Context: an optimization exercise on an open-source flow, tuned for small area, a short achievable clock period and few clock cycles per item. The choices shown serve that exercise and are no tape-out recipe.
Where RTL was checked, it was by simulation tests only, not by an equivalence proof against the original.
Power and IR drop assume default switching activity.

==> inputs of job 6985 <==
## qpsk_mimo_modulator
module qpsk_mimo_modulator #(
    parameter int R_W = 16,
    parameter int Y_W = 20
) (
    input  logic              i_clk,
    input  logic              i_reset_n,
    input  logic              i_r_load,
    input  logic [20*R_W-1:0] i_r,
    input  logic              i_bit_vld,
    input  logic              i_bit,
    output logic              o_bit_rdy,
    output logic              o_vld,
    input  logic              i_rdy,
    output logic [8*Y_W-1:0]  o_y_hat,
    output logic              o_busy
);
Settings: LEC_CHECK=0, CAP_MARGIN=50, CORE_MARGIN=2, CORE_UTILIZATION=60, CTS_BUF_LIST=sky130_fd_sc_hd__clkbuf_16, CTS_CLUSTER_DIAMETER=100, CTS_CLUSTER_SIZE=25, SLEW_MARGIN=60; clock period 12.0 ns.
standard.sh (not shown) runs the stock make flow with config.mk's settings and CLKGATE_MAP_FILE= SYNTH_SCRIPT=/design/flow/synth_recipe.tcl, a recipe that flattens the netlist after the stock synthesis.
==> flow/flow/run.sh <==
#!/bin/bash
# Standard ORFS layout (the standard.sh) with two changes to how it is built:
#  - ports are buffered with buf_1 cells instead of the resizer's default pick
#  - timing repair aims for 8.0 ns of setup slack beyond the SDC's (the SDC is unchanged)
export BUFFER_PORTS_ARGS="-buffer_cell sky130_fd_sc_hd__buf_1"
export SETUP_SLACK_MARGIN=8.0
bash standard.sh > standard.log 2>&1
==> job 2051 (differences from job 6985) <==
==> flow/flow/run.sh (replaced) <==
#!/bin/bash
# Standard ORFS layout (the standard.sh) with two changes to how it is built:
#  - ports are buffered with buf_1 cells instead of the resizer's default pick
#  - timing repair aims for 8.4 ns of setup slack beyond the SDC's (the SDC is unchanged)
export BUFFER_PORTS_ARGS="-buffer_cell sky130_fd_sc_hd__buf_1"
export SETUP_SLACK_MARGIN=8.4
bash standard.sh > standard.log 2>&1
==> qor summary <==
item	job 6985	job 2051
Delay contributed by the slowest stage of the critical path	0.40 ns	0.50 ns
Leakage power summed over all cells	10.1 nW	10.2 nW
NumNets Final	2302	2309
Outcome	timing/DRC/antenna clean	timing/DRC/antenna clean
Fraction of power spent switching nets	0.368	0.367
Share of cell area taken by multi-input logic gates	0.280	0.278
Pwr per Cell Area	324 nW/µm²	325 nW/µm²
Post-layout utilization of the core	0.704	0.710
Global routing usage on met3	0.0599	0.0593
Crit path required time	12.49 ns	9.60 ns
Synthesis-to-finish area growth	15.2%	16.2%
Highest attainable clock frequency	0.257 GHz	0.275 GHz
Reg power frac	0.452	0.447
Wire length per cell	18.1 µm	18.3 µm
Fraction of standard cell area that is sequential	0.554	0.550
Post-CTS setup buffer count	0	2
PnR Total Power	7.68 mW	7.75 mW
Combined area of the multi-input logic cells	6630 µm²	6640 µm²
No functional check of the RTL was part of any run of this note.

* * *

==> build 38: inputs <==
qpsk_mimo_modulator again, from the RTL that the note above started with.
clock: 12.0 ns
lec_check: 0
cap_margin: 50
core_margin: 2
core_utilization: 60
cts_buf_list: sky130_fd_sc_hd__clkbuf_16
cts_cluster_diameter: 100
cts_cluster_size: 25
place_density: 0.7
slew_margin: 60
==> flow/flow/run.sh <==
#!/bin/bash
# Standard ORFS layout (the standard.sh) with two changes to how it is built:
#  - ports are buffered with buf_1 cells instead of the resizer's default pick
#  - timing repair aims for 8.4 ns of setup slack beyond the SDC's (the SDC is unchanged)
export BUFFER_PORTS_ARGS="-buffer_cell sky130_fd_sc_hd__buf_1"
export SETUP_SLACK_MARGIN=8.4
bash standard.sh > standard.log 2>&1
==> inputs of build 28, as changes to build 38 <==
==> flow/flow/run.sh (replaced) <==
#!/bin/bash
# Standard ORFS layout (the standard.sh) with two changes to how it is built:
#  - ports are buffered with buf_1 cells instead of the resizer's default pick
#  - timing repair aims for 8.5 ns of setup slack beyond the SDC's (the SDC is unchanged)
export BUFFER_PORTS_ARGS="-buffer_cell sky130_fd_sc_hd__buf_1"
export SETUP_SLACK_MARGIN=8.5
bash standard.sh > standard.log 2>&1
CTS_CLUSTER_DIAMETER = 50   (was 100)
PLACE_DENSITY = default   (was 0.7)
==> inputs of trial 77, as changes to build 38 <==
CTS_CLUSTER_DIAMETER = 80   (was 100)
CTS_CLUSTER_SIZE = 28   (was 25)
PLACE_DENSITY = default   (was 0.7)
==> inputs of build 89, as changes to build 38 <==
--- a/flow/design.v
+++ b/flow/design.v
@@ -19,59 +19,58 @@
     logic [2:0]       cnt;         
     logic [6:0]       col;         
     logic [7:0]       x;           
     logic             xv;          
     logic             win;         
     logic             fin;         
     logic             vld;
-    logic             rdy_n;       
+    logic             rdy;
     logic             busy;
-    logic             p0_n;        
-    logic             p0;
-    logic       p7, act, acc, acc8, wr_lo;
-    logic [7:3] wr_d;
+    logic             p0;          
+    logic       p7, act, acc, acc8, hold, wr_lo;
+    logic [7:2] wr_d;
     logic       xv_n, win_n, vld_n;
     logic [2:0] p_n, cnt_n;
-    assign p0    = ~p0_n;
     assign p7    = (p == 3'd7);
     assign act   = (p0 & xv) | win;
-    assign acc   = i_bit_vld & ~rdy_n;
+    assign acc   = i_bit_vld & rdy;
     assign acc8  = acc & (cnt == 3'd7);
-    assign wr_lo = win & (p == 3'd2) & ~vld;
+    assign hold  = vld & ~i_rdy;
+    assign wr_lo = win & (p == 3'd1) & ~hold;
     always_comb
-        for (int d = 3; d < 8; d++) wr_d[d] = win & (p == 3'(d));
+        for (int d = 2; d < 8; d++) wr_d[d] = win & (p == 3'(d));
     assign p_n   = i_r_load ? 3'd0 : p + 3'd1;
     assign cnt_n = acc ? cnt + 3'd1 : cnt;
     assign xv_n  = acc8 | (xv & ~(win & p7));
-    assign win_n = act & ~p7 & ~((p == 3'd2) & vld);
+    assign win_n = act & ~p7 & ~((p == 3'd1) & hold);
     assign vld_n = fin | (vld & ~i_rdy);
-    assign o_bit_rdy = ~rdy_n;
+    assign o_bit_rdy = rdy;
     assign o_vld     = vld;
     assign o_busy    = busy;
     always_ff @(posedge i_clk or negedge i_reset_n) begin
         if (!i_reset_n) begin
             p    <= '0;
-            p0_n <= 1'b0;
+            p0   <= 1'b1;
             cnt  <= '0;
             xv   <= 1'b0;
             win  <= 1'b0;
             fin  <= 1'b0;
             vld  <= 1'b0;
-            rdy_n <= 1'b0;
+            rdy  <= 1'b1;
             busy <= 1'b0;
         end else begin
             p    <= p_n;
-            p0_n <= (p_n != 3'd0);
+            p0   <= (p_n == 3'd0);
             cnt  <= cnt_n;
             xv   <= xv_n;
             win  <= win_n;
             fin  <= win & p7;
             vld  <= vld_n;
             busy <= xv_n | (win & p7) | vld_n;
-            rdy_n <= ~((cnt_n != 3'd7) | ~xv_n | (win_n & (p_n == 3'd7)));
+            rdy  <= (cnt_n != 3'd7) | ~xv_n | (win_n & (p_n == 3'd7));
         end
     end
     always_ff @(posedge i_clk)
         x <= acc8 ? ({i_bit, col} ^ {8{~p_n[0]}}) : ~x;
     always_ff @(posedge i_clk) begin
         if (i_r_load) begin
             for (int k = 0; k < 10; k++) begin
@@ -83,15 +82,15 @@
                 ra[k] <= ~{ra[k][1:0], ra[k][15:2]};
                 rb[k] <= ~{rb[k][1:0], rb[k][15:2]};
             end
         end
         if (acc) col <= {i_bit, col[6:1]};
     end
     logic [7:0] g0_u0, g0_u1, g0_ng, g0_si, g0_st, g0_co;
-    logic [1:0] g0_dig, g0_dq1, g0_dq2;
+    logic [1:0] g0_dig, g0_dq1;
     logic [3:0] g0_top;
     logic [19:0] g0_y;
     logic g0_t1, g0_t2, g0_t3, g0_t4, g0_t5, g0_t6, g0_t7, g0_t8, g0_t9, g0_t10, g0_t11, g0_t12, g0_t13, g0_t14, g0_t15, g0_t16, g0_t17, g0_t18, g0_t19, g0_t20, g0_t21, g0_t22, g0_t23, g0_t24, g0_t25, g0_t26, g0_t27, g0_t28, g0_t29, g0_t30, g0_t31, g0_t32;
     logic g0_p1, g0_p2, g0_p3, g0_p4, g0_p5, g0_p6, g0_p7, g0_p8, g0_p9, g0_p10, g0_p11, g0_p12, g0_p13, g0_p14, g0_p15, g0_p16;
     assign g0_u0[0] = ra[0][0] ^ x[0];
     assign g0_u1[0] = ra[0][1] ^ x[0];
     assign g0_ng[0] = ~(x[0]);
@@ -167,26 +166,26 @@
     assign g0_p13 = 1'b1 ^ g0_p10 ^ g0_p12;
     assign g0_p14 = (1'b1 & g0_p10) | (1'b1 & g0_p12) | (g0_p10 & g0_p12);
     assign g0_p15 = 1'b1 ^ g0_p14;
     assign g0_p16 = 1'b1 & g0_p14;
     always_ff @(posedge i_clk) begin
         g0_st  <= g0_co;
         g0_dq1 <= g0_dig;
-        g0_dq2 <= g0_dq1;
-        if (wr_lo) g0_y[5:0] <= {g0_dig, g0_dq1, g0_dq2};
+        if (wr_lo) g0_y[3:0] <= {g0_dig, g0_dq1};
+        if (wr_d[2]) g0_y[5:4]   <= g0_dig;
         if (wr_d[3]) g0_y[7:6]   <= g0_dig;
         if (wr_d[4]) g0_y[9:8]   <= g0_dig;
         if (wr_d[5]) g0_y[11:10] <= g0_dig;
         if (wr_d[6]) g0_y[13:12] <= g0_dig;
         if (wr_d[7]) g0_y[15:14] <= g0_dig;
         if (fin) g0_y[19:16] <= g0_top;
     end
     assign o_y_hat[0 +: 20] = g0_y;
     logic [7:0] g1_u0, g1_u1, g1_ng, g1_si, g1_st, g1_co;
-    logic [1:0] g1_dig, g1_dq1, g1_dq2;
+    logic [1:0] g1_dig, g1_dq1;
     logic [3:0] g1_top;
     logic [19:0] g1_y;
     logic g1_t1, g1_t2, g1_t3, g1_t4, g1_t5, g1_t6, g1_t7, g1_t8, g1_t9, g1_t10, g1_t11, g1_t12, g1_t13, g1_t14, g1_t15, g1_t16, g1_t17, g1_t18, g1_t19, g1_t20, g1_t21, g1_t22, g1_t23, g1_t24, g1_t25, g1_t26, g1_t27, g1_t28, g1_t29, g1_t30, g1_t31, g1_t32;
     logic g1_p1, g1_p2, g1_p3, g1_p4, g1_p5, g1_p6, g1_p7, g1_p8, g1_p9, g1_p10, g1_p11, g1_p12, g1_p13, g1_p14, g1_p15, g1_p16;
     assign g1_u0[0] = rb[0][0] ^ x[0];
     assign g1_u1[0] = rb[0][1] ^ x[0];
     assign g1_ng[0] = ~(x[0]);
@@ -262,26 +261,26 @@
     assign g1_p13 = 1'b1 ^ g1_p10 ^ g1_p12;
     assign g1_p14 = (1'b1 & g1_p10) | (1'b1 & g1_p12) | (g1_p10 & g1_p12);
     assign g1_p15 = 1'b1 ^ g1_p14;
     assign g1_p16 = 1'b1 & g1_p14;
     always_ff @(posedge i_clk) begin
         g1_st  <= g1_co;
         g1_dq1 <= g1_dig;
-        g1_dq2 <= g1_dq1;
-        if (wr_lo) g1_y[5:0] <= {g1_dig, g1_dq1, g1_dq2};
+        if (wr_lo) g1_y[3:0] <= {g1_dig, g1_dq1};
+        if (wr_d[2]) g1_y[5:4]   <= g1_dig;
         if (wr_d[3]) g1_y[7:6]   <= g1_dig;
         if (wr_d[4]) g1_y[9:8]   <= g1_dig;
         if (wr_d[5]) g1_y[11:10] <= g1_dig;
         if (wr_d[6]) g1_y[13:12] <= g1_dig;
         if (wr_d[7]) g1_y[15:14] <= g1_dig;
         if (fin) g1_y[19:16] <= g1_top;
     end
     assign o_y_hat[20 +: 20] = g1_y;
     logic [5:0] g2_u0, g2_u1, g2_ng, g2_si, g2_st, g2_co;
-    logic [1:0] g2_dig, g2_dq1, g2_dq2;
+    logic [1:0] g2_dig, g2_dq1;
     logic [3:0] g2_top;
     logic [19:0] g2_y;
     logic g2_t1, g2_t2, g2_t3, g2_t4, g2_t5, g2_t6, g2_t7, g2_t8, g2_t9, g2_t10, g2_t11, g2_t12, g2_t13, g2_t14, g2_t15, g2_t16, g2_t17, g2_t18, g2_t19, g2_t20, g2_t21, g2_t22, g2_t23, g2_t24;
     logic g2_p1, g2_p2, g2_p3, g2_p4, g2_p5, g2_p6, g2_p7, g2_p8, g2_p9, g2_p10, g2_p11, g2_p12;
     assign g2_u0[0] = ra[2][0] ^ x[2];
     assign g2_u1[0] = ra[2][1] ^ x[2];
     assign g2_ng[0] = ~(x[2]);
@@ -339,26 +338,26 @@
     assign g2_p9 = 1'b1 ^ g2_p8;
     assign g2_p10 = 1'b1 & g2_p8;
     assign g2_p11 = 1'b1 ^ g2_p10;
     assign g2_p12 = 1'b1 & g2_p10;
     always_ff @(posedge i_clk) begin
         g2_st  <= g2_co;
         g2_dq1 <= g2_dig;
-        g2_dq2 <= g2_dq1;
-        if (wr_lo) g2_y[5:0] <= {g2_dig, g2_dq1, g2_dq2};
+        if (wr_lo) g2_y[3:0] <= {g2_dig, g2_dq1};
+        if (wr_d[2]) g2_y[5:4]   <= g2_dig;
         if (wr_d[3]) g2_y[7:6]   <= g2_dig;
         if (wr_d[4]) g2_y[9:8]   <= g2_dig;
         if (wr_d[5]) g2_y[11:10] <= g2_dig;
         if (wr_d[6]) g2_y[13:12] <= g2_dig;
         if (wr_d[7]) g2_y[15:14] <= g2_dig;
         if (fin) g2_y[19:16] <= g2_top;
     end
     assign o_y_hat[40 +: 20] = g2_y;
     logic [5:0] g3_u0, g3_u1, g3_ng, g3_si, g3_st, g3_co;
-    logic [1:0] g3_dig, g3_dq1, g3_dq2;
+    logic [1:0] g3_dig, g3_dq1;
     logic [3:0] g3_top;
     logic [19:0] g3_y;
     logic g3_t1, g3_t2, g3_t3, g3_t4, g3_t5, g3_t6, g3_t7, g3_t8, g3_t9, g3_t10, g3_t11, g3_t12, g3_t13, g3_t14, g3_t15, g3_t16, g3_t17, g3_t18, g3_t19, g3_t20, g3_t21, g3_t22, g3_t23, g3_t24;
     logic g3_p1, g3_p2, g3_p3, g3_p4, g3_p5, g3_p6, g3_p7, g3_p8, g3_p9, g3_p10, g3_p11, g3_p12;
     assign g3_u0[0] = rb[2][0] ^ x[2];
     assign g3_u1[0] = rb[2][1] ^ x[2];
     assign g3_ng[0] = ~(x[2]);
@@ -416,26 +415,26 @@
     assign g3_p9 = 1'b1 ^ g3_p8;
     assign g3_p10 = 1'b1 & g3_p8;
     assign g3_p11 = 1'b1 ^ g3_p10;
     assign g3_p12 = 1'b1 & g3_p10;
     always_ff @(posedge i_clk) begin
         g3_st  <= g3_co;
         g3_dq1 <= g3_dig;
-        g3_dq2 <= g3_dq1;
-        if (wr_lo) g3_y[5:0] <= {g3_dig, g3_dq1, g3_dq2};
+        if (wr_lo) g3_y[3:0] <= {g3_dig, g3_dq1};
+        if (wr_d[2]) g3_y[5:4]   <= g3_dig;
         if (wr_d[3]) g3_y[7:6]   <= g3_dig;
         if (wr_d[4]) g3_y[9:8]   <= g3_dig;
         if (wr_d[5]) g3_y[11:10] <= g3_dig;
         if (wr_d[6]) g3_y[13:12] <= g3_dig;
         if (wr_d[7]) g3_y[15:14] <= g3_dig;
         if (fin) g3_y[19:16] <= g3_top;
     end
     assign o_y_hat[60 +: 20] = g3_y;
     logic [3:0] g4_u0, g4_u1, g4_ng, g4_si, g4_st, g4_co;
-    logic [1:0] g4_dig, g4_dq1, g4_dq2;
+    logic [1:0] g4_dig, g4_dq1;
     logic [3:0] g4_top;
     logic [19:0] g4_y;
     logic g4_t1, g4_t2, g4_t3, g4_t4, g4_t5, g4_t6, g4_t7, g4_t8, g4_t9, g4_t10, g4_t11, g4_t12, g4_t13, g4_t14, g4_t15, g4_t16;
     logic g4_p1, g4_p2, g4_p3, g4_p4, g4_p5, g4_p6, g4_p7, g4_p8, g4_p9, g4_p10;
     assign g4_u0[0] = ra[5][0] ^ x[4];
     assign g4_u1[0] = ra[5][1] ^ x[4];
     assign g4_ng[0] = ~(x[4]);
@@ -477,26 +476,26 @@
     assign g4_p7 = 1'b1 ^ g4_p6;
     assign g4_p8 = 1'b1 & g4_p6;
     assign g4_p9 = 1'b1 ^ g4_p8;
     assign g4_p10 = 1'b1 & g4_p8;
     always_ff @(posedge i_clk) begin
         g4_st  <= g4_co;
         g4_dq1 <= g4_dig;
-        g4_dq2 <= g4_dq1;
-        if (wr_lo) g4_y[5:0] <= {g4_dig, g4_dq1, g4_dq2};
+        if (wr_lo) g4_y[3:0] <= {g4_dig, g4_dq1};
+        if (wr_d[2]) g4_y[5:4]   <= g4_dig;
         if (wr_d[3]) g4_y[7:6]   <= g4_dig;
         if (wr_d[4]) g4_y[9:8]   <= g4_dig;
         if (wr_d[5]) g4_y[11:10] <= g4_dig;
         if (wr_d[6]) g4_y[13:12] <= g4_dig;
         if (wr_d[7]) g4_y[15:14] <= g4_dig;
         if (fin) g4_y[19:16] <= g4_top;
     end
     assign o_y_hat[80 +: 20] = g4_y;
     logic [3:0] g5_u0, g5_u1, g5_ng, g5_si, g5_st, g5_co;
-    logic [1:0] g5_dig, g5_dq1, g5_dq2;
+    logic [1:0] g5_dig, g5_dq1;
     logic [3:0] g5_top;
     logic [19:0] g5_y;
     logic g5_t1, g5_t2, g5_t3, g5_t4, g5_t5, g5_t6, g5_t7, g5_t8, g5_t9, g5_t10, g5_t11, g5_t12, g5_t13, g5_t14, g5_t15, g5_t16;
     logic g5_p1, g5_p2, g5_p3, g5_p4, g5_p5, g5_p6, g5_p7, g5_p8, g5_p9, g5_p10;
     assign g5_u0[0] = rb[5][0] ^ x[4];
     assign g5_u1[0] = rb[5][1] ^ x[4];
     assign g5_ng[0] = ~(x[4]);
@@ -538,26 +537,26 @@
     assign g5_p7 = 1'b1 ^ g5_p6;
     assign g5_p8 = 1'b1 & g5_p6;
     assign g5_p9 = 1'b1 ^ g5_p8;
     assign g5_p10 = 1'b1 & g5_p8;
     always_ff @(posedge i_clk) begin
         g5_st  <= g5_co;
         g5_dq1 <= g5_dig;
-        g5_dq2 <= g5_dq1;
-        if (wr_lo) g5_y[5:0] <= {g5_dig, g5_dq1, g5_dq2};
+        if (wr_lo) g5_y[3:0] <= {g5_dig, g5_dq1};
+        if (wr_d[2]) g5_y[5:4]   <= g5_dig;
         if (wr_d[3]) g5_y[7:6]   <= g5_dig;
         if (wr_d[4]) g5_y[9:8]   <= g5_dig;
         if (wr_d[5]) g5_y[11:10] <= g5_dig;
         if (wr_d[6]) g5_y[13:12] <= g5_dig;
         if (wr_d[7]) g5_y[15:14] <= g5_dig;
         if (fin) g5_y[19:16] <= g5_top;
     end
     assign o_y_hat[100 +: 20] = g5_y;
     logic [1:0] g6_u0, g6_u1, g6_ng, g6_si, g6_st, g6_co;
-    logic [1:0] g6_dig, g6_dq1, g6_dq2;
+    logic [1:0] g6_dig, g6_dq1;
     logic [3:0] g6_top;
     logic [19:0] g6_y;
     logic g6_t1, g6_t2, g6_t3, g6_t4, g6_t5, g6_t6, g6_t7, g6_t8;
     logic g6_p1, g6_p2, g6_p3, g6_p4, g6_p5, g6_p6, g6_p7, g6_p8;
     assign g6_u0[0] = ra[9][0] ^ x[6];
     assign g6_u1[0] = ra[9][1] ^ x[6];
     assign g6_ng[0] = ~(x[6]);
@@ -583,26 +582,26 @@
     assign g6_p5 = 1'b1 ^ g6_p4;
     assign g6_p6 = 1'b1 & g6_p4;
     assign g6_p7 = 1'b1 ^ g6_p6;
     assign g6_p8 = 1'b1 & g6_p6;
     always_ff @(posedge i_clk) begin
         g6_st  <= g6_co;
         g6_dq1 <= g6_dig;
-        g6_dq2 <= g6_dq1;
-        if (wr_lo) g6_y[5:0] <= {g6_dig, g6_dq1, g6_dq2};
+        if (wr_lo) g6_y[3:0] <= {g6_dig, g6_dq1};
+        if (wr_d[2]) g6_y[5:4]   <= g6_dig;
         if (wr_d[3]) g6_y[7:6]   <= g6_dig;
         if (wr_d[4]) g6_y[9:8]   <= g6_dig;
         if (wr_d[5]) g6_y[11:10] <= g6_dig;
         if (wr_d[6]) g6_y[13:12] <= g6_dig;
         if (wr_d[7]) g6_y[15:14] <= g6_dig;
         if (fin) g6_y[19:16] <= g6_top;
     end
     assign o_y_hat[120 +: 20] = g6_y;
     logic [1:0] g7_u0, g7_u1, g7_ng, g7_si, g7_st, g7_co;
-    logic [1:0] g7_dig, g7_dq1, g7_dq2;
+    logic [1:0] g7_dig, g7_dq1;
     logic [3:0] g7_top;
     logic [19:0] g7_y;
     logic g7_t1, g7_t2, g7_t3, g7_t4, g7_t5, g7_t6, g7_t7, g7_t8;
     logic g7_p1, g7_p2, g7_p3, g7_p4, g7_p5, g7_p6, g7_p7, g7_p8;
     assign g7_u0[0] = rb[9][0] ^ x[6];
     assign g7_u1[0] = rb[9][1] ^ x[6];
     assign g7_ng[0] = ~(x[6]);
@@ -628,16 +627,16 @@
     assign g7_p5 = 1'b1 ^ g7_p4;
     assign g7_p6 = 1'b1 & g7_p4;
     assign g7_p7 = 1'b1 ^ g7_p6;
     assign g7_p8 = 1'b1 & g7_p6;
     always_ff @(posedge i_clk) begin
         g7_st  <= g7_co;
         g7_dq1 <= g7_dig;
-        g7_dq2 <= g7_dq1;
-        if (wr_lo) g7_y[5:0] <= {g7_dig, g7_dq1, g7_dq2};
+        if (wr_lo) g7_y[3:0] <= {g7_dig, g7_dq1};
+        if (wr_d[2]) g7_y[5:4]   <= g7_dig;
         if (wr_d[3]) g7_y[7:6]   <= g7_dig;
         if (wr_d[4]) g7_y[9:8]   <= g7_dig;
         if (wr_d[5]) g7_y[11:10] <= g7_dig;
         if (wr_d[6]) g7_y[13:12] <= g7_dig;
         if (wr_d[7]) g7_y[15:14] <= g7_dig;
         if (fin) g7_y[19:16] <= g7_top;
     end
==> flow/flow/run.sh (replaced) <==
#!/bin/bash
# Standard ORFS layout (the standard.sh) with two changes to how it is built:
#  - ports are buffered with buf_1 cells instead of the resizer's default pick
#  - timing repair aims for 8.3 ns of setup slack beyond the SDC's (the SDC is unchanged)
export BUFFER_PORTS_ARGS="-buffer_cell sky130_fd_sc_hd__buf_1"
export SETUP_SLACK_MARGIN=8.3
bash standard.sh > standard.log 2>&1
ABC_AREA = 1   (was default)
PLACE_DENSITY = default   (was 0.7)
==> qor summary <==
Worst-path cell with the longest stage delay: build 28 sky130_fd_sc_hd__edfxtp_1; build 89 sky130_fd_sc_hd__dfstp_2; trial 77 sky130_fd_sc_hd__edfxtp_1; build 38 sky130_fd_sc_hd__edfxtp_1
Worst vdd rail ir drop: build 28 0.000475 V; build 89 0.000636 V; trial 77 0.000414 V; build 38 0.000576 V
M1 GR Usage: build 28 31.1%; build 89 30.3%; trial 77 30.6%; build 38 30.0%
Global-route wire length before repair: build 28 66900 µm; build 89 65600 µm; trial 77 64400 µm; build 38 64100 µm
Post-layout utilization of the core: build 28 74.2%; build 89 69.4%; trial 77 71.1%; build 38 70.4%
Outcome: build 28 timing/DRC/antenna clean; build 89 timing/DRC/antenna clean; trial 77 timing/DRC/antenna clean; build 38 timing/DRC/antenna clean
Portion of total power attributed to the clock network: build 28 18.0%; build 89 11.7%; trial 77 12.8%; build 38 12.5%
Fraction of met2 tracks used by global routing: build 28 42.0%; build 89 42.5%; trial 77 40.3%; build 38 40.5%
Cell total after placement: build 28 2273; build 89 2298; trial 77 2273; build 38 2273
Switching power summed over all nets: build 28 3.12 mW; build 89 3.13 mW; trial 77 2.83 mW; build 38 2.83 mW
Origin of the critical flop-to-flop path: build 28 p0_n; build 89 p0; trial 77 p0_n; build 38 x[7]
End of the critical path: build 28 o_y_hat[58]; build 89 o_bit_rdy; trial 77 o_y_hat[58]; build 38 o_y_hat[59]
Portion of the layout cell area used by non-clock buffers: build 28 10.5%; build 89 9.23%; trial 77 9.92%; build 38 9.11%
Pwr/cell area: build 28 343 nW/µm²; build 89 352 nW/µm²; trial 77 324 nW/µm²; build 38 326 nW/µm²
Number of antenna violations at the first check in global routing: build 28 1; build 89 8; trial 77 1; build 38 3
Via total after detailed routing: build 28 11719; build 89 11610; trial 77 11488; build 38 11585
Signal arrival time at the worst endpoint: build 28 1230 ps; build 89 1240 ps; trial 77 1250 ps; build 38 1250 ps
Worst slack at placement: build 28 6960 ps; build 89 7430 ps; trial 77 6960 ps; build 38 7700 ps
Repair and plain buffers: build 28 516; build 89 510; trial 77 512; build 38 506
Relative contribution of combinational cells to total power: build 28 41.5%; build 89 45.3%; trial 77 42.5%; build 38 42.4%
Die Outline Area: build 28 35700 µm²; build 89 35900 µm²; trial 77 35700 µm²; build 38 35700 µm²
Biggest cell delay along the critical path: build 28 500 ps; build 89 550 ps; trial 77 510 ps; build 38 510 ps
Crit Reg-Reg Endpoint: build 28 g1_y[5]; build 89 g1_y[3]; trial 77 g3_y[5]; build 38 g3_y[13]
Testbench counts of build 89, summed over its fixed seeds: cycles 4,448, items 512.
The RTL of build 38, build 28 and trial 77 was laid out without a check of its function.

-- afterwards: timing with drivers on the ports --
Ports are ideal in the flow. The routed layouts listed here were re-timed in OpenROAD. Step 1: set_driving_cell puts a clkbuf_16 on i_clk and a buf_2 on each other input, an assumption about the parent block. Step 2 times the ports against the registers' clock, not the clock port: input delays grow and output delays shrink by t, the midpoint of the rising clock arrivals with the driver on. a / b / c = ideal / step 1 / step 2; a / b = the first two.
run | shift t [ns] | setup slack, ns | worst setup path after step 2 | slew at the worst register clock pin (ns) | worst data-port slew with drivers (ns)
job 6985 | 0.614 | 8.104 / 8.057 / 7.443 | input to register | 0.10 / 0.10 | 0.09
job 2051 | 0.613 | 8.361 / 8.309 / 7.833 | input to register | 0.10 / 0.10 | 0.08
build 38 | 0.609 | 8.345 / 8.291 / 7.903 | input to register | 0.10 / 0.10 | 0.08
build 28 | 0.599 | 8.371 / 8.319 / 7.887 | input to register | 0.09 / 0.09 | 0.09
trial 77 | 0.619 | 8.346 / 8.291 / 7.833 | input to register | 0.10 / 0.10 | 0.09
build 89 | 0.615 | 8.363 / 8.308 / 7.817 | input to register | 0.10 / 0.10 | 0.11
After both steps setup and hold are still met in every run listed. The setup slack of job 6985, which loses most, moves by -0.047 ns with the drivers and by -0.661 ns with both steps.
